What follows belongs to an exercise in optimizing a design on an open flow for small area, a short achievable clock period and few clock cycles per item; a production flow would make more cautious choices. In this exercise RTL edits were held to simulation tests only and were not proved equivalent to the original. Power and IR drop assume default switching activity.

## flow/config.mk

```make
export PLATFORM = sky130hd
export DESIGN_NAME = mcu_exec_core
export DESIGN_NICKNAME = mcu_exec_core
export VERILOG_FILES = /design/flow/design.v
export SDC_FILE = /design/flow/constraint.sdc
export NUM_CORES = 4
export LEC_CHECK = 0
export CAP_MARGIN = 20
export CORE_MARGIN = 2
export CORE_UTILIZATION = 40
export CTS_CLUSTER_DIAMETER = 80
export CTS_CLUSTER_SIZE = 30
export SETUP_SLACK_MARGIN = 2.3
export SLEW_MARGIN = 20
```

## flow/constraint.sdc

```tcl
create_clock -name core_clock -period 5.0 [get_ports {clk}]
set_input_delay 1.0000 -clock core_clock [delete_from_list [all_inputs] [get_ports {clk}]]
set_output_delay 1.0000 -clock core_clock [all_outputs]
set_load 0.01 [all_outputs]
```

## flow/design.v

```verilog
module mcu_exec_core #(
  parameter int OP_SZ  = 32,
  parameter int MEM_SZ = 4
) (
  input  logic              clk,
  input  logic              reset,
  input  logic              in_valid,
  output logic              in_ready,
  input  logic [3:0]        op_code,
  input  logic [MEM_SZ-1:0] op0,
  input  logic [MEM_SZ-1:0] op1,
  input  logic [MEM_SZ-1:0] op2,
  input  logic [OP_SZ-1:0]  wdata,
  output logic [OP_SZ-1:0]  out,
  output logic              done,
  output logic              carry,
  output logic              zero,
  output logic              err
);
  localparam int DEPTH = 2 ** MEM_SZ;
  localparam int SHW   = $clog2(OP_SZ);
  localparam int LVL   = $clog2(OP_SZ);
  logic [OP_SZ-1:0]  mem_q [DEPTH];
  logic              v_q, wr_q;
  logic [MEM_SZ-1:0] dst_q;
  logic [OP_SZ-1:0]  a_q, b_q;    
  logic              ar_q, sub_q, shl_q, shr_q, err_d_q;
  logic [3:0]        lut_q;       
  logic              done_q, carry_q, err_q, wb_we_q;
  logic [MEM_SZ-1:0] wb_dst_q;
  logic [OP_SZ-1:0]  out_q;
  logic [OP_SZ/4-1:0] zp_q;       
  logic [OP_SZ-1:0]  res, r0, r1, oth, lres, p, g;
  logic [OP_SZ:0]    c;
  logic              res_c;
  logic [OP_SZ-1:0]  rd_a, rd_b, wd;
  assign in_ready = 1'b1;
  logic       ar_d, sub_d, shl_d, shr_d, err_dd, wr_d;
  logic [3:0] lut_d;
  always_comb begin
    ar_d   = 1'b0; sub_d = 1'b0; shl_d = 1'b0; shr_d = 1'b0;
    err_dd = 1'b0; wr_d  = 1'b1;
    lut_d  = 4'b0000;
    case (op_code)
      4'd0: ar_d = 1'b1;
      4'd1: begin ar_d = 1'b1; sub_d = 1'b1; end
      4'd2: shl_d = 1'b1;
      4'd3: shr_d = 1'b1;
      4'd4: lut_d = 4'b1000;        
      4'd5: lut_d = 4'b1110;        
      4'd6: lut_d = 4'b0110;        
      4'd7: lut_d = 4'b0011;        
      4'd8: lut_d = 4'b1010;        
      4'd9: begin lut_d = 4'b1100; wr_d = 1'b0; end    
      default: begin err_dd = 1'b1; wr_d = 1'b0; end
    endcase
  end
  always_comb begin
    logic [OP_SZ-1:0] gg, pp, gn, pn;
    p  = a_q ^ b_q;
    g  = a_q & b_q;
    gg = g;
    pp = p;
    gg[0] = g[0] | (p[0] & sub_q);
    for (int l = 0; l < LVL; l++) begin
      for (int i = 0; i < OP_SZ; i++) begin
        if (i >= (1 << l)) begin
          gn[i] = gg[i] | (pp[i] & gg[i - (1 << l)]);
          pn[i] = pp[i] & pp[i - (1 << l)];
        end else begin
          gn[i] = gg[i];
          pn[i] = pp[i];
        end
      end
      gg = gn;
      pp = pn;
    end
    c[0] = sub_q;
    for (int i = 0; i < OP_SZ; i++) c[i+1] = gg[i];
  end
  always_comb begin
    for (int i = 0; i < OP_SZ; i++)
      lres[i] = lut_q[{a_q[i], b_q[i]}];
  end
  logic [SHW-1:0]   amt;
  logic [OP_SZ-1:0] rot, sh_l, sh_r;
  assign amt = b_q[SHW-1:0];
  always_comb begin
    rot = a_q;
    for (int l = 0; l < SHW; l++)
      if (amt[l]) rot = (rot >> (1 << l)) | (rot << (OP_SZ - (1 << l)));
    for (int i = 0; i < OP_SZ; i++) begin
      sh_r[i] = rot[i] & ({1'b0, amt} <= (SHW+1)'(OP_SZ - 1 - i));
      sh_l[i] = rot[(i + 1) % OP_SZ] & ({1'b0, amt} >= (SHW+1)'(OP_SZ - 1 - i));
    end
  end
  assign oth = ({OP_SZ{shl_q}} & sh_l) | ({OP_SZ{shr_q}} & sh_r) | lres;
  assign r0  = ({OP_SZ{ar_q}} &  p) | oth;
  assign r1  = ({OP_SZ{ar_q}} & ~p) | oth;
  always_comb begin
    for (int i = 0; i < OP_SZ; i++) res[i] = c[i] ? r1[i] : r0[i];
  end
  assign res_c = ar_q & (c[OP_SZ] ^ sub_q);
  logic hit_a, hit_b, ld_d;
  logic [OP_SZ-1:0] a0, a1, b0, b1, binv;
  assign binv = {{(OP_SZ-SHW){sub_d}}, {SHW{sub_d | shl_d}}};
  always_comb begin
    rd_a = '0;
    rd_b = '0;
    for (int i = 0; i < DEPTH; i++) begin
      rd_a = rd_a | (mem_q[i] & {OP_SZ{op0 == MEM_SZ'(i)}});
      rd_b = rd_b | (mem_q[i] & {OP_SZ{op2 == MEM_SZ'(i)}});
    end
    if (wb_we_q && wb_dst_q == op0) rd_a = out_q;
    if (wb_we_q && wb_dst_q == op2) rd_b = out_q;
    hit_a = wr_q && dst_q == op0;
    hit_b = wr_q && dst_q == op2;
    ld_d  = (op_code == 4'd8);
    a0 = hit_a ? r0 : rd_a;
    a1 = hit_a ? r1 : rd_a;
    b0 = ld_d ? wdata : ((hit_b ? r0 : rd_b) ^ binv);
    b1 = ld_d ? wdata : ((hit_b ? r1 : rd_b) ^ binv);
  end
  always_ff @(posedge clk) begin
    if (!reset) begin
      v_q     <= 1'b0;
      wr_q    <= 1'b0;
      done_q  <= 1'b0;
      wb_we_q <= 1'b0;
    end else begin
      v_q     <= in_valid;
      wr_q    <= in_valid & wr_d;
      done_q  <= v_q;
      wb_we_q <= wr_q;
    end
  end
  always_ff @(posedge clk) begin
    ar_q     <= ar_d;
    sub_q    <= sub_d;
    shl_q    <= shl_d;
    shr_q    <= shr_d;
    err_d_q  <= err_dd;
    lut_q    <= lut_d;
    dst_q    <= op1;
    for (int i = 0; i < OP_SZ; i++) begin
      a_q[i] <= c[i] ? a1[i] : a0[i];
      b_q[i] <= c[i] ? b1[i] : b0[i];
    end
    wb_dst_q <= dst_q;
    out_q    <= res;
    for (int k = 0; k < OP_SZ/4; k++) zp_q[k] <= (res[4*k +: 4] == 4'd0);
    carry_q  <= res_c;
    err_q    <= err_d_q;
  end
  assign wd = out_q & {OP_SZ{reset}};
  always_ff @(posedge clk) begin
    for (int i = 0; i < DEPTH; i++) begin
      if (!reset || (wb_we_q && wb_dst_q == MEM_SZ'(i)))
        mem_q[i] <= wd;
    end
  end
  assign out   = out_q;
  assign done  = done_q;
  assign carry = carry_q;
  assign err   = err_q;
  assign zero  = &zp_q;
endmodule
```

## flow/flow/run.sh

```bash
#!/bin/bash
# Own layout flow: the standard ORFS flow (standard.sh, unchanged
# synthesis script) with more cells left unused. Besides the platform's own
# don't-use list, slow cells are kept out of synthesis and repair: 3- and
# 4-input OR/NOR/AND and the complex gates with long series stacks, 3-input
# XOR, mux4, and the delay cells that port buffering would otherwise pick
# (so each port gets a plain buffer).
set -euo pipefail
PLATFORM_DONT_USE="sky130_fd_sc_hd__probe_p_8 sky130_fd_sc_hd__probec_p_8 sky130_fd_sc_hd__lpflow_bleeder_1 sky130_fd_sc_hd__lpflow_clkbufkapwr_1 sky130_fd_sc_hd__lpflow_clkbufkapwr_16 sky130_fd_sc_hd__lpflow_clkbufkapwr_2 sky130_fd_sc_hd__lpflow_clkbufkapwr_4 sky130_fd_sc_hd__lpflow_clkbufkapwr_8 sky130_fd_sc_hd__lpflow_clkinvkapwr_1 sky130_fd_sc_hd__lpflow_clkinvkapwr_16 sky130_fd_sc_hd__lpflow_clkinvkapwr_2 sky130_fd_sc_hd__lpflow_clkinvkapwr_4 sky130_fd_sc_hd__lpflow_clkinvkapwr_8 sky130_fd_sc_hd__lpflow_decapkapwr_12 sky130_fd_sc_hd__lpflow_decapkapwr_3 sky130_fd_sc_hd__lpflow_decapkapwr_4 sky130_fd_sc_hd__lpflow_decapkapwr_6 sky130_fd_sc_hd__lpflow_decapkapwr_8 sky130_fd_sc_hd__lpflow_inputiso0n_1 sky130_fd_sc_hd__lpflow_inputiso0p_1 sky130_fd_sc_hd__lpflow_inputiso1n_1 sky130_fd_sc_hd__lpflow_inputiso1p_1 sky130_fd_sc_hd__lpflow_inputisolatch_1 sky130_fd_sc_hd__lpflow_isobufsrc_1 sky130_fd_sc_hd__lpflow_isobufsrc_16 sky130_fd_sc_hd__lpflow_isobufsrc_2 sky130_fd_sc_hd__lpflow_isobufsrc_4 sky130_fd_sc_hd__lpflow_isobufsrc_8 sky130_fd_sc_hd__lpflow_isobufsrckapwr_16 sky130_fd_sc_hd__lpflow_lsbuf_lh_hl_isowell_tap_1 sky130_fd_sc_hd__lpflow_lsbuf_lh_hl_isowell_tap_2 sky130_fd_sc_hd__lpflow_lsbuf_lh_hl_isowell_tap_4 sky130_fd_sc_hd__lpflow_lsbuf_lh_isowell_4 sky130_fd_sc_hd__lpflow_lsbuf_lh_isowell_tap_1 sky130_fd_sc_hd__lpflow_lsbuf_lh_isowell_tap_2 sky130_fd_sc_hd__lpflow_lsbuf_lh_isowell_tap_4 "
EXTRA_DONT_USE="$(tr '\n' ' ' < flow/dont_use.txt)"
bash standard.sh "DONT_USE_CELLS=$PLATFORM_DONT_USE $EXTRA_DONT_USE" finish > standard_flow.log 2>&1
```

## flow/flow/dont_use.txt

```
sky130_fd_sc_hd__or4*
sky130_fd_sc_hd__nor4*
sky130_fd_sc_hd__and4*
sky130_fd_sc_hd__o41*
sky130_fd_sc_hd__a41*
sky130_fd_sc_hd__o311*
sky130_fd_sc_hd__a311*
sky130_fd_sc_hd__o2111*
sky130_fd_sc_hd__a2111*
sky130_fd_sc_hd__or3*
sky130_fd_sc_hd__xor3*
sky130_fd_sc_hd__xnor3*
sky130_fd_sc_hd__clkdlybuf4s*
sky130_fd_sc_hd__dlygate*
sky130_fd_sc_hd__dlymetal*
sky130_fd_sc_hd__mux4*
sky130_fd_sc_hd__o32*
sky130_fd_sc_hd__a32*
sky130_fd_sc_hd__nor3*
sky130_fd_sc_hd__and3*
sky130_fd_sc_hd__a2bb2*
sky130_fd_sc_hd__o2bb2*
sky130_fd_sc_hd__a222*
```

## flow/standard.sh

```bash
#!/bin/bash
# synth_recipe.tcl (not shown) runs the flow's synth.tcl, then flattens the netlist and writes it again
# the make line also repeats each setting of config.mk as NAME=value (left out here)
make -C /OpenROAD-flow-scripts/flow DESIGN_CONFIG=/design/flow/config.mk WORK_HOME=/design/flow/orfs CLKGATE_MAP_FILE= SYNTH_SCRIPT=/design/flow/synth_recipe.tcl "${@:-finish}"
```

==> impl_metrics.yaml, run 1 <==
floorplan:
  num_rows: 104
  die_w_um: 290
  coreArea_mm2: 0.0808
  io_pins: 88
  dieArea_mm2: 0.0842
  initial_core_util_pct: 40.5
  die_h_um: 290
cells_and_area:
  final_core_util_pct: 49.4
  layout-drive-gt1-share_pct: 22.6
  syn_to_final_growth_pct: 21.9
  layout.nets: 3306
setup_path:
  path_buf_inv: 4
  cp_cell_sequence: "buf_12 > buf_12 > mux2i_4 > mux2i_2 > mux2i_4 > buf_6 > mux2i_1 > mux2i_2 > buf_6 > o221ai_4 > a221o_1 > nand2_1 > o211ai_1"
  cp-start-kind: "register"
  crit_path_end_kind: "register"
  max_stage_delay_ps: 410
  r2r_cells: 13
  critPathTopFamily: "multiplexers"
  crit_slowest_cell: "dfxtp_4"
  r2r_slack_ps: 2170
  worstPathArrival_ps: 3340
  crit_type: "register to register"
  startpoint: "b_q[3]$_DFF_P_"
  cp_max_fo: 7
  timing.rr.end: "b_q[10]$_DFF_P_"
  r2r_start: "b_q[3]$_DFF_P_"
  crit_required_ps: 5500
timing:
  fmax_ghz: 0.353
  fin_skew_ps: 31.8
  setup_viol: 0
  rsz0062_at_grt: "yes"
  fin_crit_sh_pct: 56.7
  slew_headroom_pct: 20.1
  tns_ps: 0
  finalCriticalPeriod_ps: 2830
  hold_violations: 0
  slew_violations: 0
  tightest_slew_ps: 1200
grt:
  grt_pass1_wl_mm: 213
  grt_overflow_total: 0
  first_global_vias: 28809
  antenna_found_initial: 7
  grt_max_degree: 60
  grt.total_usage_pct: 34.9
min_path:
  hold_path_end: "err_q$_DFF_P_"
  hold-path-cell-count: 0
  min-delay-start: "err_d_q$_SDFF_PN0_"
  hold_class: "register to register"
logic_synthesis:
  syn_area_per_cell_um2: 11.3
  yosysSeqAreaShare_pct: 54.7
  synthArstFlopShare_pct: 0
  ys_warn_count: 2
  synth_top_area_share_pct: 46.9
  synth_area_leader_cell: "edfxtp_1"
  synthCells: 2889
  ys_types: 68
  syn_area_mm2: 0.0328
  synth.ff_latch_count: 639
  syn_nets: 2975
  synthFlopType: "edfxtp_1"
  synth_area_leaders: "edfxtp_1 47%, dfxtp_1 7.8%, mux2i_1 4.6%, a22o_1 4.3%, a221oi_1 4.2%"
  synth-edff-count: 512
route:
  drt_wl_total_mm: 153
  vias_per_cell: 6.95
  wire_per_inst_um: 35.6
  vias: 29938
  dr.first_iter.drc_count: 5306
  drtAntennaViolNets: 0
  dr.pass1.iters: 10
  drc_errors: 0
power:
  irDropWorstVdd_uv: 272
  p_leak_nw: 14.1
  p_per_area_mw_per_mm2: 427
  power_mw: 17.0
placed_design:
  globalplace.congestion: 1.07
  hpwl_mm: 97.6
  port_buffers: 86
cts:
  path_clk_slew_ps: 120
  ctsHoldBuffers: 0
  numCtsBuffers: 28
  ctsHtreeMaxLevel: 1
  cts.sinks: 639
  cts_max_path_buffers: 3
  cts_tree: "built"
  cts-root-buf: "clkbuf_16"
  insertion_delay_ps: 650
status:
  outcome: "timing/DRC/antenna clean"
flow_run:
  max_cap_viol_count: 0
==> synthesized netlist by cell type (53+ instances only) <==
cell,n
o21ai_0,126
a22oi_1,155
nand4_1,69
a221o_1,54
a22o_1,161
nand3_1,61
inv_1,63
edfxtp_1,512
nor2_1,204
mux2i_1,152
nand2_1,203
a21oi_1,111
clkbuf_1,136
and2_1,53
a221oi_1,158
dfxtp_1,127
==> kinds of logic after synthesis <==
kind of cell / share of synthesized area [%]
flip-flops: 54.7
AO/OA/AOI/OAI: 23.0
buffers and inverters: 3.43
multiplexers: 5.74
AND/OR/NAND/NOR: 10.5
adder cells (fa/ha/maj): 1.34
XOR/XNOR: 1.26
other: 0.0114
==> layer usage <==
layer / share of wire, % / global-route usage (%) / vias to the layer above
li1: - / - / 12142
met1: 34 / 41.7 / 14353
met2: 44 / 55.0 / 2607
met3: 12 / 8.30 / 830
met4: 9.6 / 25.8 / 6
met5: 0.023 / 0 / -
==> worst register-to-register path: stages, from the launching register on <==
cell	delay, ps
dfxtp_4	410
buf_12	170
buf_12	150
mux2i_4	300
mux2i_2	140
mux2i_4	250
buf_6	150
mux2i_1	70
mux2i_2	190
buf_6	160
o221ai_4	100
a221o_1	380
nand2_1	110
o211ai_1	100
==> state kept, by name (all words and copies together), names as in the netlist, 4 cells and up <==
signal    flops
zp_q          8
b_q          32
lut_q         4
out_q        32
wb_dst_q      4
dst_q         4
mem_q       512
a_q          32
==> where the power goes <==
group	leakage, nW	total (mW)	switching (mW)	internal [mW]
sequential	6.33	7.84	1.01	6.83
clock	0.477	3.03	1.75	1.28
combinational	7.25	6.17	3.78	2.40
==> metrics by stage <==
stage / area (um2) / worst slack, ps / hold WS [ps] / instances
after floorplan: 33000 / 1560 / 310 / 2889
after global placement: 34700 / 1020 / 315 / 3956
after detailed placement: 34700 / 989 / 319 / 3956
after CTS: 38700 / 2180 / 345 / 4207
after global routing: 39900 / 2130 / 364 / 4303
final: 39900 / 2170 / 344 / 4305
==> layout by cell type (no fill, tap or decap), drive strengths merged, types with 36 or more instances in the layout <==
| cell type | n |
|---|---|
| a221o | 54 |
| dfxtp | 127 |
| a211oi | 43 |
| a21oi | 114 |
| nor2 | 212 |
| nand2b | 38 |
| clkbuf | 56 |
| mux2i | 161 |
| a22o | 161 |
| a22oi | 156 |
| edfxtp | 512 |
| buf | 482 |
| nand4 | 69 |
| a221oi | 159 |
| xnor2 | 36 |
| nand2 | 204 |
| nand3 | 61 |
| o21ai | 139 |
| inv | 68 |
| and2 | 53 |
==> cell type report <==
cell class,instances,area [um2]
Antenna cell,3,7.51
Clock buffer,42,817
Clock inverter,10,164
Fill cell,7058,40900
Inverter,67,260
Multi-Input combinational cell,1987,16000
Sequential cell,639,18000
Tap cell,1060,1330
Timing Repair Buffer,497,3310
==> how the worst max path moves through the flow <==
stage          depth (start not counted)                    end
3_3_place_gp                          11        b_q[21]$_DFF_P_
6_report                              13        b_q[10]$_DFF_P_
3_5_place_dp                          11         b_q[8]$_DFF_P_
2_1_floorplan                          2  mem_q[1][0]$_DFFE_PP_
5_1_grt                               11        b_q[20]$_DFF_P_
4_1_cts                               10        b_q[30]$_DFF_P_
==> what timing repair did <==
item | CTS | global route
setup buffers | 191 | 94
pin swaps | 72 | 67
gates resized for setup | 363 | 195
setup endpoints to repair | 718 | 84
cloned | 8 | 1
Testbench counts, summed over its fixed seeds: cycles 12,016, items 12,000.
==> inputs of run 2 (changes only) <==
--- a/flow/config.mk
+++ b/flow/config.mk
@@ -7,7 +7,7 @@
 export LEC_CHECK = 0
 export CAP_MARGIN = 20
 export CORE_MARGIN = 2
-export CORE_UTILIZATION = 40
+export CORE_UTILIZATION = 35
 export CTS_CLUSTER_DIAMETER = 80
 export CTS_CLUSTER_SIZE = 30
 export SETUP_SLACK_MARGIN = 2.3
==> impl_metrics.yaml, run 2 <==
timing:
  fin_crit_sh_pct: 58.2
  hold_violations: 0
  fin_skew_ps: 26.3
  tns_ps: 0
  setup_ws_ps: 2090
  rsz0062_at_grt: "yes"
  finalCriticalPeriod_ps: 2910
  slew_violations: 0
  tightest_slew_ps: 1230
  setup_viol: 0
  slew_headroom_pct: 18.0
  fmax_ghz: 0.344
cts:
  cts_max_path_buffers: 3
  ctsHoldBuffers: 0
  insertion_delay_ps: 660
  path_clk_slew_ps: 110
  cts.sinks: 639
  numCtsBuffers: 29
  ctsHtreeMaxLevel: 1
  cts-root-buf: "clkbuf_16"
  cts_tree: "built"
setup_path:
  startpoint: "b_q[3]$_DFF_P_"
  cp-start-kind: "register"
  worstPathArrival_ps: 3460
  crit_type: "register to register"
  timing.rr.end: "b_q[20]$_DFF_P_"
  endpoint: "b_q[20]$_DFF_P_"
  r2r_slack_ps: 2090
  r2r_start: "b_q[3]$_DFF_P_"
  cp_max_fo: 13
  r2r_cells: 13
  crit_path_end_kind: "register"
  crit_required_ps: 5540
logic_synthesis:
  syn_area_per_cell_um2: 11.3
  synthCells: 2889
  synth_top_area_share_pct: 46.9
  synth_area_leader_cell: "edfxtp_1"
  syn_nets: 2975
  yosysSeqAreaShare_pct: 54.7
  synth.ff_latch_count: 639
  synthFlopType: "edfxtp_1"
  synth_common_cells: "512 x edfxtp_1, 204 x nor2_1, 203 x nand2_1, 161 x a22o_1, 158 x a221oi_1"
  ys_warn_count: 2
  synthMostInstantiatedCell: "edfxtp_1"
  synth_area_leaders: "edfxtp_1 47%, dfxtp_1 7.8%, mux2i_1 4.6%, a22o_1 4.3%, a221oi_1 4.2%"
  synth-edff-count: 512
  synthArstFlopShare_pct: 0
  syn_area_mm2: 0.0328
  ys_types: 68
power:
  p_per_area_mw_per_mm2: 423
  power_mw: 17.2
  irDropWorstVdd_uv: 300
  p_leak_nw: 14.2
cells_and_area:
  fin_area_mm2: 0.0405
  final_cell_mix: "512 x edfxtp_1, 206 x buf_1, 190 x nand2_1"
  largest_reg_flops: 512
  syn_to_final_growth_pct: 23.7
  layout-drive-gt1-share_pct: 25.0
  regMostFlops: "mem_q"
  layout.nets: 3357
  final_common_cell: "edfxtp_1"
placed_design:
  placed_cell_area_mm2: 0.0350
  port_buffers: 86
  post-place-ws_ps: 789
  hpwl_mm: 98.6
  globalplace.congestion: 1.03
route:
  dr.first_iter.drc_count: 5179
  top_layer: "met5"
  wire_per_inst_um: 34.7
  dr_wl_met3_mm: 20.3
  drc_errors: 0
  vias_per_cell: 6.68
  drtAntennaViolNets: 0
  route.met2.wl_mm: 68.4
  dr.pass1.iters: 11
  drt_wl_total_mm: 158
  drt-met1-wl_mm: 54.7
  vias: 30398
flow_run:
  max_cap_viol_count: 0
grt:
  grt.total_usage_pct: 31.7
  first_global_vias: 28528
  grt_pass1_wl_mm: 217
  grt_max_degree: 37
  antenna_found_initial: 8
  grt_overflow_total: 0
floorplan:
  coreArea_mm2: 0.0930
  io_pins: 88
  num_rows: 112
  initial_core_util_pct: 35.2
  die_w_um: 310
  die_h_um: 310
  dieArea_mm2: 0.0961
status:
  outcome: "timing/DRC/antenna clean"
min_path:
  hold_class: "register to register"
==> run 2: cell counts after synthesis <==
No cell type changed its count.
==> run 2: cells by family (layout without fill, tap and decap cells) <==
kind of cell / after synthesis / count (layout) / share of synthesized area (%)
other cells: 1 / 3 / 0.0114
xor+xnor: 47 / 47 / 1.26
mux: 182 / 182 / 5.74
buf+inv: 269 / 666 / 3.43
simple gates: 710 / 716 / 10.5
compound gates: 1006 / 1008 / 23.0
flops: 639 / 639 / 54.7
fa+ha+maj: 35 / 35 / 1.34
==> run 2: area by class of cell <==
type	instances	area, um2
Timing Repair Buffer	545	3540
Inverter	67	260
Fill cell	8626	52500
Tap cell	1254	1570
Antenna cell	2	5.00
Multi-Input combinational cell	1989	16200
Sequential cell	639	18000
Clock buffer	39	763
Clock inverter	15	190
==> run 2: worst min-delay path by stage <==
stage / from / end / cells past startpoint
finish: err_d_q$_SDFF_PN0_ / err_q$_DFF_P_ / 0
global route: err_d_q$_SDFF_PN0_ / err_q$_DFF_P_ / 0
CTS: err_d_q$_SDFF_PN0_ / err_q$_DFF_P_ / 0
detailed placement: err_d_q$_SDFF_PN0_ / err_q$_DFF_P_ / 0
global placement: err_d_q$_SDFF_PN0_ / err_q$_DFF_P_ / 0
floorplan: err_d_q$_SDFF_PN0_ / err_q$_DFF_P_ / 0
==> run 2: stage by stage <==
step | utilization (%) | hold WS, ps | cells
final | 43.6 | 334 | 4550
after CTS | 42.0 | 337 | 4454
after floorplan | - | 310 | 2889
after global placement | 37.6 | 314 | 4155
after detailed placement | 37.6 | 315 | 4155
after global routing | 43.5 | 343 | 4549
==> run 2: critical path, stage by stage, from the launching register on <==
cell      delay [ps]
dfxtp_4          480
buf_12           190
buf_4            170
mux2i_1          220
o22ai_1          110
a21oi_2          230
buf_1            160
buf_2            180
a211oi_1         110
a211o_1          340
a22o_1           250
nor2_2           130
xnor2_1          130
a21oi_1           80
==> run 2: timing repair <==
action	in CTS	in global routing
buffers inserted	238	91
pin swaps	82	94
cloned	7	2
resized for setup	382	236
endpoints found under the hold margin	0	0
setup endpoints to repair	360	252
==> run 2: metal layers <==
metal,global-route usage [%],vias to the layer above
li1,-,12232
met3,7.81,796
met4,20.2,4
met1,38.9,14664
met2,49.8,2702
met5,0,-
==> run 2: power by group <==
| part | internal (mW) | switching [mW] |
|---|---|---|
| Combinational | 2.43 | 3.89 |
| Clock | 1.16 | 1.84 |
| Sequential | 6.83 | 1.01 |
| Total | 10.4 | 6.74 |
==> inputs of run 3 (changes only) <==
--- a/flow/design.v
+++ b/flow/design.v
@@ -29,7 +29,6 @@
   logic              done_q, carry_q, err_q, wb_we_q;
   logic [MEM_SZ-1:0] wb_dst_q;
   logic [OP_SZ-1:0]  out_q;
-  logic [OP_SZ/4-1:0] zp_q;       
   logic [OP_SZ-1:0]  res, r0, r1, oth, lres, p, g;
   logic [OP_SZ:0]    c;
   logic              res_c;
@@ -148,7 +147,6 @@
     end
     wb_dst_q <= dst_q;
     out_q    <= res;
-    for (int k = 0; k < OP_SZ/4; k++) zp_q[k] <= (res[4*k +: 4] == 4'd0);
     carry_q  <= res_c;
     err_q    <= err_d_q;
   end
@@ -163,5 +161,5 @@
   assign done  = done_q;
   assign carry = carry_q;
   assign err   = err_q;
-  assign zero  = &zp_q;
+  assign zero  = (out_q == '0);
 endmodule
--- a/flow/config.mk
+++ b/flow/config.mk
@@ -7,7 +7,7 @@
 export LEC_CHECK = 0
 export CAP_MARGIN = 20
 export CORE_MARGIN = 2
-export CORE_UTILIZATION = 35
+export CORE_UTILIZATION = 40
 export CTS_CLUSTER_DIAMETER = 80
 export CTS_CLUSTER_SIZE = 30
 export SETUP_SLACK_MARGIN = 2.3
==> impl_metrics.yaml, run 3 <==
status:
  outcome: "timing/DRC/antenna clean"
setup_path:
  timing.rr.end: "b_q[22]$_DFF_P_"
  r2r_slack_ps: 1920
  path_buf_inv: 3
  crit_type: "register to register"
  r2r_start: "b_q[3]$_DFF_P_"
  crit_slowest_cell: "dfxtp_4"
  max_stage_delay_ps: 400
  r2r_cells: 13
  crit_path_end_kind: "register"
  cp-start-kind: "register"
  crit_top_cell: "buf_12"
  cp.depth: 13
  worstPathArrival_ps: 3580
  critPathTopFamily: "compound AO/OA/AOI/OAI gates"
  cp_cell_sequence: "buf_12 > buf_12 > mux2_4 > mux2_2 > mux2i_4 > and2_4 > a211oi_1 > a31o_1 > a221oi_4 > inv_2 > a21oi_4 > xnor2_2 > a21oi_2"
  cp_max_fo: 9
  crit_required_ps: 5510
cts:
  insertion_delay_ps: 680
  cts_tree: "built"
  cts_max_path_buffers: 3
  cts-root-buf: "clkbuf_16"
  path_clk_slew_ps: 110
  ctsHtreeMaxLevel: 1
  numCtsBuffers: 31
  cts.sinks: 631
route:
  dr.pass1.iters: 9
  drtAntennaViolNets: 0
  drt_wl_total_mm: 145
  vias_per_cell: 6.91
  vias: 28509
  dr.first_iter.drc_count: 4705
  wire_per_inst_um: 35.2
  drc_errors: 0
logic_synthesis:
  yosysSeqAreaShare_pct: 56.6
  synthFlopType: "edfxtp_1"
  synthMostInstantiatedCell: "edfxtp_1"
  synth_area_leaders: "edfxtp_1 49%, dfxtp_1 7.6%, a22oi_1 5.7%, mux2i_1 3.9%, a221oi_1 3.9%"
  synth_area_leader_cell: "edfxtp_1"
  syn_area_per_cell_um2: 11.7
  ys_warn_count: 2
  ys_types: 62
  synth-edff-count: 512
  synthArstFlopShare_pct: 0
  synth_common_cells: "512 x edfxtp_1, 242 x nor2_1, 237 x a22oi_1, 146 x a21oi_1, 139 x a221oi_1"
  syn_nets: 2758
  synthCells: 2672
  synth_top_area_share_pct: 49.0
  syn_area_mm2: 0.0314
  synth.ff_latch_count: 631
floorplan:
  io_pins: 88
  initial_core_util_pct: 40.4
  die_w_um: 284
  coreArea_mm2: 0.0776
  die_h_um: 284
  dieArea_mm2: 0.0807
  num_rows: 102
placed_design:
  dp_cells: 3741
  globalplace.congestion: 1.01
  hpwl_mm: 89.9
  port_buffers: 86
timing:
  hold_violations: 0
  fin_skew_ps: 59.4
  finalCriticalPeriod_ps: 3080
  setup_viol: 0
  fin_crit_sh_pct: 61.5
  slew_headroom_pct: 26.8
  tightest_slew_ps: 1100
  fmax_ghz: 0.325
  rsz0062_at_grt: "yes"
  tns_ps: 0
  slew_violations: 0
grt:
  antenna_found_initial: 5
  grt_max_degree: 58
  first_global_vias: 27144
  grt_overflow_total: 0
  grt.total_usage_pct: 34.5
  grt_pass1_wl_mm: 201
cells_and_area:
  largest_reg_flops: 512
  layout.nets: 3141
  syn_to_final_growth_pct: 23.9
  layout-drive-gt1-share_pct: 26.9
  final_common_cell: "edfxtp_1"
  final_cell_mix: "512 x edfxtp_1, 234 x a22oi_1, 202 x buf_1"
  layout.cells.non_filler: 4124
  regMostFlops: "mem_q"
power:
  p_per_area_mw_per_mm2: 435
  irDropWorstVdd_uv: 282
  p_leak_nw: 13.7
min_path:
  hold_path_end: "err_q$_DFF_P_"
  hold-path-cell-count: 0
  hold_class: "register to register"
  min-delay-start: "err_d_q$_SDFF_PN0_"
flow_run:
  max_cap_viol_count: 0
==> run 3: kinds of logic after synthesis <==
family / after synthesis / synth area share (%)
AO/OA/AOI/OAI: 935 / 21.9
flip-flops: 631 / 56.6
AND/OR/NAND/NOR: 589 / 9.11
buffers and inverters: 231 / 3.04
multiplexers: 177 / 5.89
XOR/XNOR: 73 / 2.04
adder cells (fa/ha/maj): 35 / 1.40
other: 1 / 0.0120
==> run 3: worst max path at each step <==
stage / endpoint / startpoint / slack, ps
2_1_floorplan: mem_q[1][0]$_DFFE_PP_ / wb_dst_q[1]$_DFF_P_ / 1560
5_1_grt: b_q[21]$_DFF_P_ / b_q[3]$_DFF_P_ / 1880
6_report: b_q[22]$_DFF_P_ / b_q[3]$_DFF_P_ / 1920
3_5_place_dp: b_q[21]$_DFF_P_ / op2[1] / 890
3_3_place_gp: b_q[0]$_DFF_P_ / b_q[3]$_DFF_P_ / 880
4_1_cts: b_q[22]$_DFF_P_ / b_q[3]$_DFF_P_ / 2000
==> run 3: stage by stage <==
step	area [um2]	total power [mW]	util [%]	setup WS, ps	hold slack, ps
floorplan	32000	10.0	-	1560	310
global placement	33700	11.8	43.4	879	315
detailed placement	33700	11.9	43.4	892	320
CTS	37400	15.9	48.1	2000	345
global route	38900	17.4	50.1	1880	348
finish	38900	16.9	50.1	1920	343
==> run 3: metal layers <==
metal  up-vias  wire length [um]  GRT usage [%]
li1      11415                 -              -
met1     13844             50500           42.1
met2      2499             63700           53.8
met3       747             18400           9.15
met4         4             12400           22.8
met5         -               133           1.55
==> run 3: where the power goes <==
group	internal [mW]	leakage [nW]	switching, mW
clock network	1.37	0.534	1.90
registers	6.80	6.27	0.931
logic	2.36	6.92	3.55
==> run 3: worst reg2reg max path, stage by stage (launching register included) <==
cell	delay, ps
dfxtp_4	400
buf_12	180
buf_12	150
mux2_4	330
mux2_2	290
mux2i_4	190
and2_4	190
a211oi_1	50
a31o_1	250
a221oi_4	360
inv_2	100
a21oi_4	200
xnor2_2	140
a21oi_2	80
==> run 3: what timing repair did <==
action                     CTS  global route
cloned                       7             3
gates resized for setup    305           241
setup endpoints to repair  196           113
pin swaps                   94            87
hold buffers                 0             0
setup buffers              224            87
==> run 3: area by class of cell <==
cell class              instances  area, um2
fillers                      6783      38700
inverters                      42        169
clock inverters                18        294
clock buffers                  40        820
well taps                    1040       1300
multi-input cells            1817      14900
diodes                          4       10.0
repair buffers                532       3460
flip-flops and latches        631      17900
Testbench counts of run 3, summed over its fixed seeds: cycles 12,016, items 12,000.
==> inputs of run 4 (changes only) <==
--- a/flow/design.v
+++ b/flow/design.v
@@ -29,6 +29,7 @@
   logic              done_q, carry_q, err_q, wb_we_q;
   logic [MEM_SZ-1:0] wb_dst_q;
   logic [OP_SZ-1:0]  out_q;
+  logic [OP_SZ/4-1:0] zp_q;       
   logic [OP_SZ-1:0]  res, r0, r1, oth, lres, p, g;
   logic [OP_SZ:0]    c;
   logic              res_c;
@@ -147,6 +148,7 @@
     end
     wb_dst_q <= dst_q;
     out_q    <= res;
+    for (int k = 0; k < OP_SZ/4; k++) zp_q[k] <= (res[4*k +: 4] == 4'd0);
     carry_q  <= res_c;
     err_q    <= err_d_q;
   end
@@ -161,5 +163,5 @@
   assign done  = done_q;
   assign carry = carry_q;
   assign err   = err_q;
-  assign zero  = (out_q == '0);
+  assign zero  = &zp_q;
 endmodule
--- a/flow/config.mk
+++ b/flow/config.mk
@@ -8,7 +8,7 @@
 export CAP_MARGIN = 20
 export CORE_MARGIN = 2
 export CORE_UTILIZATION = 40
-export CTS_CLUSTER_DIAMETER = 80
-export CTS_CLUSTER_SIZE = 30
+export CTS_CLUSTER_DIAMETER = 60
+export CTS_CLUSTER_SIZE = 25
 export SETUP_SLACK_MARGIN = 2.3
 export SLEW_MARGIN = 20
==> impl_metrics.yaml, run 4 <==
cells_and_area:
  fin_area_mm2: 0.0410
  layout.nets: 3396
  nFillCells: 6979
  final_core_util_pct: 50.8
  layout-drive-gt1-share_pct: 25.5
  syn_to_final_growth_pct: 25.3
  layout.cells.non_filler: 4399
  regMostFlops: "mem_q"
  final_cell_mix: "512 x edfxtp_1, 233 x buf_1, 188 x nand2_1"
  regArea_mm2: 0.0180
  final_common_cell: "edfxtp_1"
  largest_reg_flops: 512
  multi_input_area_mm2: 0.0162
route:
  vias: 30565
  wire_per_inst_um: 35.3
  drc_errors: 0
  vias_per_cell: 6.95
  dr.pass1.iters: 9
  dr.first_iter.drc_count: 5164
  drtAntennaViolNets: 0
  drt_wl_total_mm: 155
placed_design:
  hpwl_mm: 97.6
  placed_cell_area_mm2: 0.0347
  post-place-ws_ps: 989
  port_buffers: 86
  globalplace.congestion: 1.07
  dp_cells: 3956
timing:
  rsz0062_at_grt: "yes"
  slew_headroom_pct: 20.5
  fin_crit_sh_pct: 58.0
  hold_violations: 0
  finalCriticalPeriod_ps: 2900
  whs_ps: 338
  fmax_ghz: 0.345
  slew_violations: 0
  fin_skew_ps: 37.2
  tightest_slew_ps: 1190
  setup_ws_ps: 2100
  tns_ps: 0
  setup_viol: 0
cts:
  path_clk_slew_ps: 90
  cts_tree: "built"
  ctsHtreeMaxLevel: 2
  cts.sinks: 639
  cts_max_path_buffers: 3
  insertion_delay_ps: 610
  numCtsBuffers: 39
  cts-root-buf: "clkbuf_16"
setup_path:
  crit_type: "register to register"
  path_buf_inv: 5
  crit_path_end_kind: "register"
  critPathTopFamily: "compound AO/OA/AOI/OAI gates"
  cp_cell_sequence: "buf_12 > buf_4 > mux2i_4 > mux2i_4 > mux2i_4 > buf_4 > o21ai_2 > nand3_1 > a21boi_2 > a211oi_4 > buf_6 > buf_2 > a21oi_1"
  cp_max_fo: 8
  r2r_slack_ps: 2100
  crit_slowest_cell: "dfxtp_4"
  crit_top_cell: "mux2i_4"
  worstPathArrival_ps: 3410
  max_stage_delay_ps: 420
  cp-start-kind: "register"
  crit_required_ps: 5510
grt:
  grt_max_degree: 60
  grt_overflow_total: 0
  first_global_vias: 29086
  grt.total_usage_pct: 35.4
  grt_pass1_wl_mm: 215
  antenna_found_initial: 3
logic_synthesis:
  syn_nets: 2975
  syn_area_mm2: 0.0328
  synthMostInstantiatedCell: "edfxtp_1"
  synth_common_cells: "512 x edfxtp_1, 204 x nor2_1, 203 x nand2_1, 161 x a22o_1, 158 x a221oi_1"
  yosysSeqAreaShare_pct: 54.7
  syn_area_per_cell_um2: 11.3
  ys_types: 68
  synth_area_leader_cell: "edfxtp_1"
  ys_warn_count: 2
  synth_top_area_share_pct: 46.9
  synth.ff_latch_count: 639
  synthCells: 2889
  synthFlopType: "edfxtp_1"
  synthArstFlopShare_pct: 0
  synth-edff-count: 512
  synth_area_leaders: "edfxtp_1 47%, dfxtp_1 7.8%, mux2i_1 4.6%, a22o_1 4.3%, a221oi_1 4.2%"
floorplan:
  num_rows: 104
  coreArea_mm2: 0.0808
  initial_core_util_pct: 40.5
  die_w_um: 290
  dieArea_mm2: 0.0842
  io_pins: 88
  die_h_um: 290
min_path:
  hold_class: "register to register"
power:
  power_mw: 17.9
  irDropWorstVdd_uv: 239
  p_leak_nw: 14.6
  p_per_area_mw_per_mm2: 437
status:
  outcome: "timing/DRC/antenna clean"
flow_run:
  max_cap_viol_count: 0
run 4: kinds of logic after synthesis:
family	synth area share (%)
and+or+nand+nor	10.5
buffers and inverters	3.43
muxes	5.74
AOI/OAI and AO/OA	23.0
other	0.0114
adders and majority gates	1.34
DFF	54.7
xor gates and xnor gates	1.26
run 4: worst paths after layout:
| check | cells past startpoint | endpoint | start |
|---|---|---|---|
| setup / recovery | 13 | a_q[22]$_DFF_P_ | b_q[3]$_DFF_P_ |
| hold / removal | 0 | err_q$_DFF_P_ | err_d_q$_SDFF_PN0_ |
| setup reg to reg | 13 | a_q[22]$_DFF_P_ | b_q[3]$_DFF_P_ |
| hold reg to reg | 0 | err_q$_DFF_P_ | err_d_q$_SDFF_PN0_ |
run 4: what timing repair did:
action                     in CTS  in global routing
pin swaps                      92                131
hold buffers                    0                  0
cloned                          8                  3
gates resized for setup       373                276
setup endpoints to repair     734                 97
buffers inserted              224                138
run 4: per-layer routing:
metal	share of wire (%)	wire [um]	vias up	GRT usage, %
met5	0.078	121	-	0.0567
met2	44	68100	2721	55.8
li1	-	-	12335	-
met3	12	19400	831	8.87
met4	9.7	15100	4	25.1
met1	34	52800	14674	42.3
run 4: layout make-up:
type | instances | area share [%]
Inverter | 67 | 0.634
Sequential cell | 639 | 43.9
Multi-Input combinational cell | 1987 | 39.6
Clock inverter | 22 | 0.786
Timing Repair Buffer | 576 | 9.32
Tap cell | 1060 | 3.23
Antenna cell | 3 | 0.0183
Clock buffer | 45 | 2.54
run 4: power breakdown:
| part | switching [mW] | internal [mW] | leakage [nW] |
|---|---|---|---|
| logic | 3.93 | 2.52 | 7.62 |
| clock network | 1.92 | 1.76 | 0.661 |
| registers | 0.971 | 6.83 | 6.33 |
Testbench counts of run 4, summed over its fixed seeds: cycles 12,016, items 12,000.
==> inputs of run 5 (changes only) <==
--- a/flow/config.mk
+++ b/flow/config.mk
@@ -10,5 +10,5 @@
 export CORE_UTILIZATION = 40
 export CTS_CLUSTER_DIAMETER = 60
 export CTS_CLUSTER_SIZE = 25
-export SETUP_SLACK_MARGIN = 2.3
+export SETUP_SLACK_MARGIN = 2.2
 export SLEW_MARGIN = 20
==> impl_metrics.yaml, run 5 <==
status:
  outcome: "timing/DRC/antenna clean"
timing:
  finalCriticalPeriod_ps: 2860
  slew_headroom_pct: 19.1
  slew_violations: 0
  whs_ps: 333
  tightest_slew_ps: 1210
  fmax_ghz: 0.349
  rsz0062_at_grt: "yes"
  fin_crit_sh_pct: 57.3
  setup_viol: 0
  tns_ps: 0
  hold_violations: 0
  fin_skew_ps: 22.5
power:
  p_per_area_mw_per_mm2: 436
  irDropWorstVdd_uv: 210
  p_leak_nw: 14.2
  power_mw: 17.4
cts:
  cts-root-buf: "clkbuf_16"
  insertion_delay_ps: 610
  path_clk_slew_ps: 90
  cts.sinks: 639
  cts_max_path_buffers: 3
  cts_tree: "built"
  numCtsBuffers: 38
  ctsHtreeMaxLevel: 2
logic_synthesis:
  synth_area_leader_cell: "edfxtp_1"
  synthArstFlopShare_pct: 0
  synthMostInstantiatedCell: "edfxtp_1"
  synth_area_leaders: "edfxtp_1 47%, dfxtp_1 7.8%, mux2i_1 4.6%, a22o_1 4.3%, a221oi_1 4.2%"
  syn_nets: 2975
  ys_warn_count: 2
  ys_types: 68
  synthCells: 2889
  synth-edff-count: 512
  synth.ff_latch_count: 639
  yosysSeqAreaShare_pct: 54.7
  syn_area_mm2: 0.0328
  synth_common_cells: "512 x edfxtp_1, 204 x nor2_1, 203 x nand2_1, 161 x a22o_1, 158 x a221oi_1"
  syn_area_per_cell_um2: 11.3
  synth_top_area_share_pct: 46.9
  synthFlopType: "edfxtp_1"
cells_and_area:
  nFillCells: 7058
  regMostFlops: "mem_q"
  final_core_util_pct: 49.4
  layout-drive-gt1-share_pct: 23.2
  syn_to_final_growth_pct: 21.9
  layout.nets: 3303
  largest_reg_flops: 512
  final_cell_mix: "512 x edfxtp_1, 196 x nand2_1, 196 x buf_1"
  final_common_cell: "edfxtp_1"
route:
  drtAntennaViolNets: 0
  dr.pass1.iters: 11
  vias_per_cell: 6.96
  drt_wl_total_mm: 152
  vias: 29953
  dr.first_iter.drc_count: 5461
  drc_errors: 0
  wire_per_inst_um: 35.3
setup_path:
  crit_required_ps: 5470
  timing.rr.end: "b_q[6]$_DFF_P_"
  cp_max_fo: 11
  r2r_start: "b_q[1]$_DFF_P_"
  crit_path_end_kind: "register"
  r2r_cells: 12
  r2r_slack_ps: 2140
  crit_type: "register to register"
  cp-start-kind: "register"
  worstPathArrival_ps: 3340
grt:
  grt_pass1_wl_mm: 210
  grt.total_usage_pct: 34.5
  first_global_vias: 28298
  antenna_found_initial: 2
  grt_max_degree: 60
  grt_overflow_total: 0
floorplan:
  coreArea_mm2: 0.0808
  initial_core_util_pct: 40.5
  num_rows: 104
  die_w_um: 290
  die_h_um: 290
  io_pins: 88
  dieArea_mm2: 0.0842
min_path:
  hold_path_end: "err_q$_DFF_P_"
  hold_class: "register to register"
  hold-path-cell-count: 0
  min-delay-start: "err_d_q$_SDFF_PN0_"
placed_design:
  globalplace.congestion: 1.05
  port_buffers: 86
  hpwl_mm: 99.1
flow_run:
  max_cap_viol_count: 0
[run 5: cell counts after synthesis]
Identical to the previous run, type by type.
[run 5: cell type report]
cell class / instances / area (um2) / area share (%)
multi-input cells: 1984 / 15800 / 39.5
inverters: 67 / 256 / 0.642
flip-flops and latches: 639 / 18000 / 45.1
clock buffers: 41 / 1030 / 2.57
repair buffers: 487 / 3210 / 8.03
clock inverters: 24 / 300 / 0.752
well taps: 1060 / 1330 / 3.32
diodes: 2 / 5.00 / 0.0125
[run 5: where the power goes]
| group | internal [mW] | switching (mW) |
|---|---|---|
| clock | 1.72 | 1.92 |
| sequential | 6.83 | 0.946 |
| combinational | 2.25 | 3.72 |
| total | 10.8 | 6.59 |
[run 5: per-layer routing]
layer | global-route usage [%] | share of wire, % | vias up
met1 | 41.1 | 34 | 14336
met4 | 23.6 | 9.3 | 4
li1 | - | - | 12128
met2 | 54.8 | 44 | 2657
met3 | 8.99 | 13 | 828
met5 | 0 | 0.016 | -
[run 5: timing repair]
item / CTS / global route
setup endpoints to repair: 388 / 89
hold buffers: 0 / 0
hold endpoints to repair: 0 / 0
pin swaps: 67 / 71
gates cloned: 2 / 3
buffers inserted: 152 / 109
resized for setup: 273 / 228
[run 5: worst max path at each step]
stage	from	end	slack (ps)
after floorplan	wb_dst_q[1]$_DFF_P_	mem_q[1][0]$_DFFE_PP_	1560
after global placement	op2[3]	b_q[8]$_DFF_P_	730
after detailed placement	op2[3]	b_q[8]$_DFF_P_	830
after CTS	wb_we_q$_SDFF_PN0_	mem_q[4][10]$_DFFE_PP_	2120
after global routing	b_q[1]$_DFF_P_	b_q[6]$_DFF_P_	1980
final	b_q[1]$_DFF_P_	b_q[6]$_DFF_P_	2140
[run 5: worst max-delay path, cell delays in order, from the launching register on]
cell	delay (ps)
dfxtp_4	450
buf_12	180
buf_1	130
buf_1	180
mux2i_1	100
mux2i_1	260
mux2i_1	160
buf_2	160
mux2_2	280
mux2_2	290
o221ai_4	220
mux2i_1	240
nand3_1	90
[run 5: cells by family after synthesis]
group,share of synthesized area [%]
buffers and inverters,3.43
adders and majority gates,1.34
AOI/OAI and AO/OA,23.0
muxes,5.74
and+or+nand+nor,10.5
other,0.0114
xor gates and xnor gates,1.26
DFF,54.7
[run 5: per-stage QoR]
step / std cells / instance area, um2 / setup slack, ps
after floorplan: 2889 / 32900 / 1560
after global placement: 3968 / 34800 / 726
after detailed placement: 3970 / 34900 / 827
after CTS: 4189 / 38300 / 2120
after global routing: 4302 / 39900 / 1980
final: 4304 / 39900 / 2140
==> inputs of run 6 (changes only) <==
--- a/flow/flow/run.sh
+++ b/flow/flow/run.sh
@@ -3,7 +3,7 @@
 # synthesis script) with more cells left unused. Besides the platform's own
 # don't-use list, slow cells are kept out of synthesis and repair: 3- and
 # 4-input OR/NOR/AND and the complex gates with long series stacks, 3-input
-# XOR, mux4, and the delay cells that port buffering would otherwise pick
+# XOR, mux4, the non-inverting and-or / or-and gates, and the delay cells that port buffering would otherwise pick
 # (so each port gets a plain buffer).
 set -euo pipefail
 PLATFORM_DONT_USE="sky130_fd_sc_hd__probe_p_8 sky130_fd_sc_hd__probec_p_8 sky130_fd_sc_hd__lpflow_bleeder_1 sky130_fd_sc_hd__lpflow_clkbufkapwr_1 sky130_fd_sc_hd__lpflow_clkbufkapwr_16 sky130_fd_sc_hd__lpflow_clkbufkapwr_2 sky130_fd_sc_hd__lpflow_clkbufkapwr_4 sky130_fd_sc_hd__lpflow_clkbufkapwr_8 sky130_fd_sc_hd__lpflow_clkinvkapwr_1 sky130_fd_sc_hd__lpflow_clkinvkapwr_16 sky130_fd_sc_hd__lpflow_clkinvkapwr_2 sky130_fd_sc_hd__lpflow_clkinvkapwr_4 sky130_fd_sc_hd__lpflow_clkinvkapwr_8 sky130_fd_sc_hd__lpflow_decapkapwr_12 sky130_fd_sc_hd__lpflow_decapkapwr_3 sky130_fd_sc_hd__lpflow_decapkapwr_4 sky130_fd_sc_hd__lpflow_decapkapwr_6 sky130_fd_sc_hd__lpflow_decapkapwr_8 sky130_fd_sc_hd__lpflow_inputiso0n_1 sky130_fd_sc_hd__lpflow_inputiso0p_1 sky130_fd_sc_hd__lpflow_inputiso1n_1 sky130_fd_sc_hd__lpflow_inputiso1p_1 sky130_fd_sc_hd__lpflow_inputisolatch_1 sky130_fd_sc_hd__lpflow_isobufsrc_1 sky130_fd_sc_hd__lpflow_isobufsrc_16 sky130_fd_sc_hd__lpflow_isobufsrc_2 sky130_fd_sc_hd__lpflow_isobufsrc_4 sky130_fd_sc_hd__lpflow_isobufsrc_8 sky130_fd_sc_hd__lpflow_isobufsrckapwr_16 sky130_fd_sc_hd__lpflow_lsbuf_lh_hl_isowell_tap_1 sky130_fd_sc_hd__lpflow_lsbuf_lh_hl_isowell_tap_2 sky130_fd_sc_hd__lpflow_lsbuf_lh_hl_isowell_tap_4 sky130_fd_sc_hd__lpflow_lsbuf_lh_isowell_4 sky130_fd_sc_hd__lpflow_lsbuf_lh_isowell_tap_1 sky130_fd_sc_hd__lpflow_lsbuf_lh_isowell_tap_2 sky130_fd_sc_hd__lpflow_lsbuf_lh_isowell_tap_4 "
--- a/flow/flow/dont_use.txt
+++ b/flow/flow/dont_use.txt
@@ -21,3 +21,15 @@
 sky130_fd_sc_hd__a2bb2*
 sky130_fd_sc_hd__o2bb2*
 sky130_fd_sc_hd__a222*
+sky130_fd_sc_hd__a221o_*
+sky130_fd_sc_hd__o221a_*
+sky130_fd_sc_hd__a211o_*
+sky130_fd_sc_hd__o211a_*
+sky130_fd_sc_hd__a22o_*
+sky130_fd_sc_hd__o22a_*
+sky130_fd_sc_hd__a21o_*
+sky130_fd_sc_hd__o21a_*
+sky130_fd_sc_hd__a31o_*
+sky130_fd_sc_hd__o31a_*
+sky130_fd_sc_hd__a21bo_*
+sky130_fd_sc_hd__o21ba_*
--- a/flow/config.mk
+++ b/flow/config.mk
@@ -7,8 +7,8 @@
 export LEC_CHECK = 0
 export CAP_MARGIN = 20
 export CORE_MARGIN = 2
-export CORE_UTILIZATION = 40
-export CTS_CLUSTER_DIAMETER = 60
-export CTS_CLUSTER_SIZE = 25
+export CORE_UTILIZATION = 50
+export CTS_CLUSTER_DIAMETER = 80
+export CTS_CLUSTER_SIZE = 30
 export SETUP_SLACK_MARGIN = 2.2
 export SLEW_MARGIN = 20
==> impl_metrics.yaml, run 6 <==
logic_synthesis:
  synth_top_area_share_pct: 47.2
  synth_common_cells: "517 x a22oi_1, 512 x edfxtp_1, 234 x nor2_1, 187 x nand2_1, 173 x clkbuf_1"
  synthMostInstantiatedCell: "a22oi_1"
  synthArstFlopShare_pct: 0
  syn_nets: 3050
  syn_area_mm2: 0.0326
  synth-edff-count: 512
  ys_warn_count: 2
  synthFlopType: "edfxtp_1"
  synth.ff_latch_count: 639
  yosysSeqAreaShare_pct: 55.0
  synthCells: 2964
  synth_area_leaders: "edfxtp_1 47%, a22oi_1 12%, dfxtp_1 7.8%, mux2i_1 4.7%, nor2_1 2.7%"
  synth_area_leader_cell: "edfxtp_1"
  syn_area_per_cell_um2: 11.0
  ys_types: 56
timing:
  fin_skew_ps: 38.8
  hold_violations: 0
  tns_ps: 0
  finalCriticalPeriod_ps: 3240
  tightest_slew_ps: 1180
  setup_viol: 0
  fin_crit_sh_pct: 64.8
  slew_headroom_pct: 21.1
  rsz0062_at_grt: "yes"
  fmax_ghz: 0.309
  slew_violations: 0
cells_and_area:
  regMostFlops: "mem_q"
  layout.nets: 3364
  final_common_cell: "edfxtp_1"
  syn_to_final_growth_pct: 20.3
  layout.cells.non_filler: 4156
  layout-drive-gt1-share_pct: 22.7
  largest_reg_flops: 512
  final_cell_mix: "512 x edfxtp_1, 506 x a22oi_1, 184 x buf_1"
power:
  irDropWorstVdd_uv: 444
  p_leak_nw: 13.7
  p_per_area_mw_per_mm2: 445
route:
  drtAntennaViolNets: 0
  drt_wl_total_mm: 159
  wire_per_inst_um: 38.2
  vias: 30685
  dr.pass1.iters: 9
  drc_errors: 0
  dr.first_iter.drc_count: 5549
  vias_per_cell: 7.38
grt:
  grt_overflow_total: 0
  grt.total_usage_pct: 45.9
  grt_max_degree: 65
  antenna_found_initial: 10
  first_global_vias: 28994
  grt_pass1_wl_mm: 218
cts:
  insertion_delay_ps: 650
  ctsHtreeMaxLevel: 1
  numCtsBuffers: 30
  cts-root-buf: "clkbuf_16"
  cts_max_path_buffers: 3
  cts_tree: "built"
  path_clk_slew_ps: 100
  ctsHoldBuffers: 0
  cts.sinks: 639
floorplan:
  die_w_um: 259
  die_h_um: 259
  coreArea_mm2: 0.0645
  num_rows: 93
  dieArea_mm2: 0.0672
  initial_core_util_pct: 50.5
  io_pins: 88
setup_path:
  startpoint: "a_q[8]$_DFF_P_"
  crit_path_end_kind: "register"
  crit_top_cell: "mux2i_1"
  cp-start-kind: "register"
  cp_cell_sequence: "buf_2 > mux2i_1 > a22oi_1 > o221ai_2 > buf_1 > o22ai_1 > a21oi_1 > o211ai_1 > buf_6 > mux2i_1 > nand2_1"
  crit_type: "register to register"
  crit_required_ps: 5540
  worstPathArrival_ps: 3790
  crit_slowest_cell: "o22ai_1"
  max_stage_delay_ps: 850
  cp_max_fo: 6
  r2r_start: "a_q[8]$_DFF_P_"
min_path:
  hold_class: "register to register"
  min-delay-start: "err_d_q$_SDFF_PN0_"
placed_design:
  port_buffers: 86
  hpwl_mm: 106
  globalplace.congestion: 1.17
  dp_cells: 3870
status:
  outcome: "timing/DRC/antenna clean"
flow_run:
  max_cap_viol_count: 0
run 6: cell types whose count changed in the layout (fill, tap and decap cells not counted), moves of 20 or more:
cell and delta:
a21oi_1 +64, a22oi_1 +363, a221oi_1 -136, a221o_1 -49, buf_2 +25, inv_1 -26, nand4_1 +67, nand2_1 -20
a22o_1 -160
run 6: where the power goes:
| group | internal [mW] | switching, mW |
|---|---|---|
| clock | 1.40 | 1.84 |
| combinational | 2.25 | 4.10 |
| sequential | 6.85 | 0.989 |
run 6: kinds of logic (layout without fill, tap and decap cells):
group,count (synthesis),after routing,synth area share (%)
multiplexers,190,190,6.00
adder cells (fa/ha/maj),35,35,1.34
XOR/XNOR,55,55,1.48
flip-flops,639,639,55.0
AO/OA/AOI/OAI,1016,1016,21.3
AND/OR/NAND/NOR,773,775,11.6
other,1,3,0.0115
buffers and inverters,255,588,3.17
run 6: per-stage QoR:
step	power (mW)	hold WS [ps]	worst slack (ps)	instance area, um2	util (%)
6_report	17.4	341	1760	39200	60.8
4_1_cts	16.4	337	2090	37800	58.6
3_5_place_dp	12.5	314	843	34600	53.6
3_3_place_gp	12.5	311	648	34400	53.4
2_1_floorplan	10.2	310	1560	32600	-
5_1_grt	17.8	350	1760	39200	60.8
run 6: final cells by class:
cell class              count  area, um2
diodes                      2       5.00
clock buffers              38        802
clock inverters            15        285
fillers                  5260      25300
inverters                  46        180
multi-input cells        2072      15700
flip-flops and latches    639      18000
well taps                 855       1070
repair buffers            489       3160
run 6: critical path: cells and delay by family, from the launching register on:
kind            cells  cell delay (ps)
simple gates        1               70
buf+inv             3              600
flops               1              480
mux                 2              370
compound gates      5             1620
run 6: path summary, 6_finish.rpt:
kind | slack, ps | end | cells past startpoint
setup / recovery | 1760 | b_q[11]$_DFF_P_ | 11
hold reg to reg | 340 | err_q$_DFF_P_ | 0
setup reg to reg | 1760 | b_q[11]$_DFF_P_ | 11
hold / removal | 340 | err_q$_DFF_P_ | 0
run 6: repair_timing:
item | CTS | global route
pin swaps | 61 | 70
setup buffers | 128 | 100
endpoints found under the setup margin | 276 | 120
gates resized for setup | 300 | 201
cloned | 0 | 3
run 6: per-layer routing:
| layer | share of wire (%) | vias up | global-route usage, % |
|---|---|---|---|
| met5 | 0.054 | - | 0 |
| met1 | 32 | 14640 | 54.3 |
| li1 | - | 12223 | - |
| met2 | 44 | 2887 | 72.1 |
| met3 | 13 | 923 | 12.0 |
| met4 | 10 | 12 | 34.2 |
==> inputs of run 7 (changes only) <==
--- a/flow/design.v
+++ b/flow/design.v
@@ -82,19 +82,8 @@
     for (int i = 0; i < OP_SZ; i++)
       lres[i] = lut_q[{a_q[i], b_q[i]}];
   end
-  logic [SHW-1:0]   amt;
-  logic [OP_SZ-1:0] rot, sh_l, sh_r;
-  assign amt = b_q[SHW-1:0];
-  always_comb begin
-    rot = a_q;
-    for (int l = 0; l < SHW; l++)
-      if (amt[l]) rot = (rot >> (1 << l)) | (rot << (OP_SZ - (1 << l)));
-    for (int i = 0; i < OP_SZ; i++) begin
-      sh_r[i] = rot[i] & ({1'b0, amt} <= (SHW+1)'(OP_SZ - 1 - i));
-      sh_l[i] = rot[(i + 1) % OP_SZ] & ({1'b0, amt} >= (SHW+1)'(OP_SZ - 1 - i));
-    end
-  end
-  assign oth = ({OP_SZ{shl_q}} & sh_l) | ({OP_SZ{shr_q}} & sh_r) | lres;
+  assign oth = ({OP_SZ{shl_q}} & (a_q << b_q[SHW-1:0])) |
+               ({OP_SZ{shr_q}} & (a_q >> b_q[SHW-1:0])) | lres;
   assign r0  = ({OP_SZ{ar_q}} &  p) | oth;
   assign r1  = ({OP_SZ{ar_q}} & ~p) | oth;
   always_comb begin
@@ -102,8 +91,7 @@
   end
   assign res_c = ar_q & (c[OP_SZ] ^ sub_q);
   logic hit_a, hit_b, ld_d;
-  logic [OP_SZ-1:0] a0, a1, b0, b1, binv;
-  assign binv = {{(OP_SZ-SHW){sub_d}}, {SHW{sub_d | shl_d}}};
+  logic [OP_SZ-1:0] a0, a1, b0, b1;
   always_comb begin
     rd_a = '0;
     rd_b = '0;
@@ -118,8 +106,8 @@
     ld_d  = (op_code == 4'd8);
     a0 = hit_a ? r0 : rd_a;
     a1 = hit_a ? r1 : rd_a;
-    b0 = ld_d ? wdata : ((hit_b ? r0 : rd_b) ^ binv);
-    b1 = ld_d ? wdata : ((hit_b ? r1 : rd_b) ^ binv);
+    b0 = ld_d ? wdata : ((hit_b ? r0 : rd_b) ^ {OP_SZ{sub_d}});
+    b1 = ld_d ? wdata : ((hit_b ? r1 : rd_b) ^ {OP_SZ{sub_d}});
   end
   always_ff @(posedge clk) begin
     if (!reset) begin
--- a/flow/flow/run.sh
+++ b/flow/flow/run.sh
@@ -3,7 +3,7 @@
 # synthesis script) with more cells left unused. Besides the platform's own
 # don't-use list, slow cells are kept out of synthesis and repair: 3- and
 # 4-input OR/NOR/AND and the complex gates with long series stacks, 3-input
-# XOR, mux4, the non-inverting and-or / or-and gates, and the delay cells that port buffering would otherwise pick
+# XOR, mux4, and the delay cells that port buffering would otherwise pick
 # (so each port gets a plain buffer).
 set -euo pipefail
 PLATFORM_DONT_USE="sky130_fd_sc_hd__probe_p_8 sky130_fd_sc_hd__probec_p_8 sky130_fd_sc_hd__lpflow_bleeder_1 sky130_fd_sc_hd__lpflow_clkbufkapwr_1 sky130_fd_sc_hd__lpflow_clkbufkapwr_16 sky130_fd_sc_hd__lpflow_clkbufkapwr_2 sky130_fd_sc_hd__lpflow_clkbufkapwr_4 sky130_fd_sc_hd__lpflow_clkbufkapwr_8 sky130_fd_sc_hd__lpflow_clkinvkapwr_1 sky130_fd_sc_hd__lpflow_clkinvkapwr_16 sky130_fd_sc_hd__lpflow_clkinvkapwr_2 sky130_fd_sc_hd__lpflow_clkinvkapwr_4 sky130_fd_sc_hd__lpflow_clkinvkapwr_8 sky130_fd_sc_hd__lpflow_decapkapwr_12 sky130_fd_sc_hd__lpflow_decapkapwr_3 sky130_fd_sc_hd__lpflow_decapkapwr_4 sky130_fd_sc_hd__lpflow_decapkapwr_6 sky130_fd_sc_hd__lpflow_decapkapwr_8 sky130_fd_sc_hd__lpflow_inputiso0n_1 sky130_fd_sc_hd__lpflow_inputiso0p_1 sky130_fd_sc_hd__lpflow_inputiso1n_1 sky130_fd_sc_hd__lpflow_inputiso1p_1 sky130_fd_sc_hd__lpflow_inputisolatch_1 sky130_fd_sc_hd__lpflow_isobufsrc_1 sky130_fd_sc_hd__lpflow_isobufsrc_16 sky130_fd_sc_hd__lpflow_isobufsrc_2 sky130_fd_sc_hd__lpflow_isobufsrc_4 sky130_fd_sc_hd__lpflow_isobufsrc_8 sky130_fd_sc_hd__lpflow_isobufsrckapwr_16 sky130_fd_sc_hd__lpflow_lsbuf_lh_hl_isowell_tap_1 sky130_fd_sc_hd__lpflow_lsbuf_lh_hl_isowell_tap_2 sky130_fd_sc_hd__lpflow_lsbuf_lh_hl_isowell_tap_4 sky130_fd_sc_hd__lpflow_lsbuf_lh_isowell_4 sky130_fd_sc_hd__lpflow_lsbuf_lh_isowell_tap_1 sky130_fd_sc_hd__lpflow_lsbuf_lh_isowell_tap_2 sky130_fd_sc_hd__lpflow_lsbuf_lh_isowell_tap_4 "
--- a/flow/flow/dont_use.txt
+++ b/flow/flow/dont_use.txt
@@ -21,15 +21,3 @@
 sky130_fd_sc_hd__a2bb2*
 sky130_fd_sc_hd__o2bb2*
 sky130_fd_sc_hd__a222*
-sky130_fd_sc_hd__a221o_*
-sky130_fd_sc_hd__o221a_*
-sky130_fd_sc_hd__a211o_*
-sky130_fd_sc_hd__o211a_*
-sky130_fd_sc_hd__a22o_*
-sky130_fd_sc_hd__o22a_*
-sky130_fd_sc_hd__a21o_*
-sky130_fd_sc_hd__o21a_*
-sky130_fd_sc_hd__a31o_*
-sky130_fd_sc_hd__o31a_*
-sky130_fd_sc_hd__a21bo_*
-sky130_fd_sc_hd__o21ba_*
--- a/flow/config.mk
+++ b/flow/config.mk
@@ -7,8 +7,8 @@
 export LEC_CHECK = 0
 export CAP_MARGIN = 20
 export CORE_MARGIN = 2
-export CORE_UTILIZATION = 50
+export CORE_UTILIZATION = 40
 export CTS_CLUSTER_DIAMETER = 80
 export CTS_CLUSTER_SIZE = 30
-export SETUP_SLACK_MARGIN = 2.2
+export SETUP_SLACK_MARGIN = 2.3
 export SLEW_MARGIN = 20
==> impl_metrics.yaml, run 7 <==
cells_and_area:
  nFillCells: 7208
  layout.cells.non_filler: 4325
  regMostFlops: "mem_q"
  final_common_cell: "edfxtp_1"
  syn_to_final_growth_pct: 21.9
  final_cell_mix: "512 x edfxtp_1, 225 x a22oi_1, 209 x buf_1"
  layout.nets: 3316
  final_core_util_pct: 49.0
logic_synthesis:
  synth-edff-count: 512
  syn_area_per_cell_um2: 11.5
  ys_types: 57
  synthMuxAreaShare_pct: 8.21
  syn_area_mm2: 0.0328
  ys_warn_count: 2
  synth_common_cells: "512 x edfxtp_1, 232 x mux2i_1, 229 x a22oi_1, 224 x nor2_1, 147 x clkbuf_1"
  synthXorXnorAreaFrac_pct: 1.36
  synth_top_area_share_pct: 46.9
  synth_area_leader_cell: "edfxtp_1"
  synthAdderAreaFrac_pct: 1.34
  synthFlopType: "edfxtp_1"
  synth_top_family_by_area: "compound AO/OA/AOI/OAI gates"
  synthMostInstantiatedCell: "edfxtp_1"
  synthSimpleGateAreaFrac_pct: 9.62
  syn_nets: 2939
route:
  dr.first_iter.drc_count: 4785
  drtAntennaViolNets: 0
  wire_per_inst_um: 34.6
  drt_wl_total_mm: 150
  vias_per_cell: 6.89
  dr.pass1.iters: 8
setup_path:
  worstPathArrival_ps: 3560
  crit_path_end_kind: "register"
  r2r_slack_ps: 1980
  cp-start-kind: "register"
  cp_max_fo: 6
  crit_required_ps: 5540
timing:
  fin_crit_sh_pct: 60.5
  rsz0062_at_grt: "yes"
  slew_violations: 0
  hold_violations: 0
  slew_headroom_pct: 7.30
  setup_ws_ps: 1980
  tns_ps: 0
  fmax_ghz: 0.331
  tightest_slew_ps: 1390
  finalCriticalPeriod_ps: 3020
floorplan:
  coreArea_mm2: 0.0816
  die_w_um: 290
  num_rows: 105
  die_h_um: 290
cts:
  cts_tree: "built"
  cts-root-buf: "clkbuf_16"
  cts_max_path_buffers: 3
  numCtsBuffers: 29
  cts.sinks: 639
  insertion_delay_ps: 640
  path_clk_slew_ps: 120
grt:
  grt_overflow_total: 0
  grt_max_degree: 65
  antenna_found_initial: 10
  grt.total_usage_pct: 33.9
  first_global_vias: 28522
  grt_pass1_wl_mm: 209
power:
  irDropWorstVdd_uv: 372
  p_leak_nw: 14.3
status:
  outcome: "timing/DRC/antenna clean"
placed_design:
  post-place-ws_ps: 780
  hpwl_mm: 95.6
  port_buffers: 86
  dp_cells: 3955
min_path:
  hold_class: "register to register"
[run 7: power breakdown]
group | switching, mW | total (mW) | internal [mW]
sequential | 0.925 | 7.77 | 6.85
combinational | 3.67 | 6.04 | 2.37
clock | 1.82 | 3.00 | 1.18
[run 7: worst max-delay path: stages, from the launching register on]
cell,delay [ps]
dfxtp_4,510
buf_6,160
buf_12,140
mux2i_1,290
mux2i_2,150
mux2_2,310
o21ai_1,230
o21ai_1,200
a221o_2,480
o21ai_1,180
mux2i_1,200
nor2_1,60
[run 7: cell families after synthesis]
| kind of cell | after synthesis |
|---|---|
| multiplexers | 265 |
| flip-flops | 639 |
| other | 1 |
| adder cells (fa/ha/maj) | 35 |
| buffers and inverters | 255 |
| XOR/XNOR | 51 |
| AO/OA/AOI/OAI | 961 |
| AND/OR/NAND/NOR | 646 |
[run 7: metal layers]
layer	track usage [%]	up-vias	share of wire, %
met5	0	-	0.0080
met4	21.2	2	8.1
met3	6.75	682	12
met2	54.5	2523	45
met1	42.0	14511	35
li1	-	12091	-
[run 7: path summary, 6_finish.rpt]
path,start,to,cells past startpoint
min reg2reg,err_d_q$_SDFF_PN0_,err_q$_DFF_P_,0
min,err_d_q$_SDFF_PN0_,err_q$_DFF_P_,0
max reg2reg,b_q[1]$_DFF_P_,b_q[6]$_DFF_P_,11
max,b_q[1]$_DFF_P_,b_q[6]$_DFF_P_,11
[run 7: metrics by stage]
step	hold WS [ps]	total power, mW	cell area [um2]
after floorplan	310	10.2	33100
after global placement	311	12.1	35000
after detailed placement	314	12.1	35100
after CTS	341	16.0	38900
after global routing	358	17.3	40000
final	339	16.8	40000
[run 7: timing repair]
item	CTS	global route
cloned	5	3
hold endpoints to repair	0	0
gates resized for setup	318	195
pin swaps	101	95
setup endpoints to repair	257	107
hold buffers	0	0
buffers inserted	229	77
[run 7: cell type report]
| cell class | count | area (um2) | share of cell area, % |
|---|---|---|---|
| Timing Repair Buffer | 548 | 3650 | 9.13 |
| Antenna cell | 3 | 7.51 | 0.0188 |
| Sequential cell | 639 | 18000 | 45.1 |
| Tap cell | 1070 | 1340 | 3.35 |
| Clock inverter | 14 | 185 | 0.463 |
| Timing Repair inverter | 1 | 8.76 | 0.0219 |
| Multi-Input combinational cell | 1964 | 15800 | 39.6 |
| Clock buffer | 39 | 763 | 1.91 |
| Inverter | 47 | 195 | 0.488 |
Testbench counts of run 7, summed over its fixed seeds: cycles 12,016, items 12,000.

Re-timed with assumed drivers on the ports (clkbuf_16 on the clock, buf_2 on other inputs), run 7 has 1.975 ns of setup slack against 1.975 ns with ideal ports, and 1.485 ns once port delays also move by the mid clock arrival of 0.697 ns.
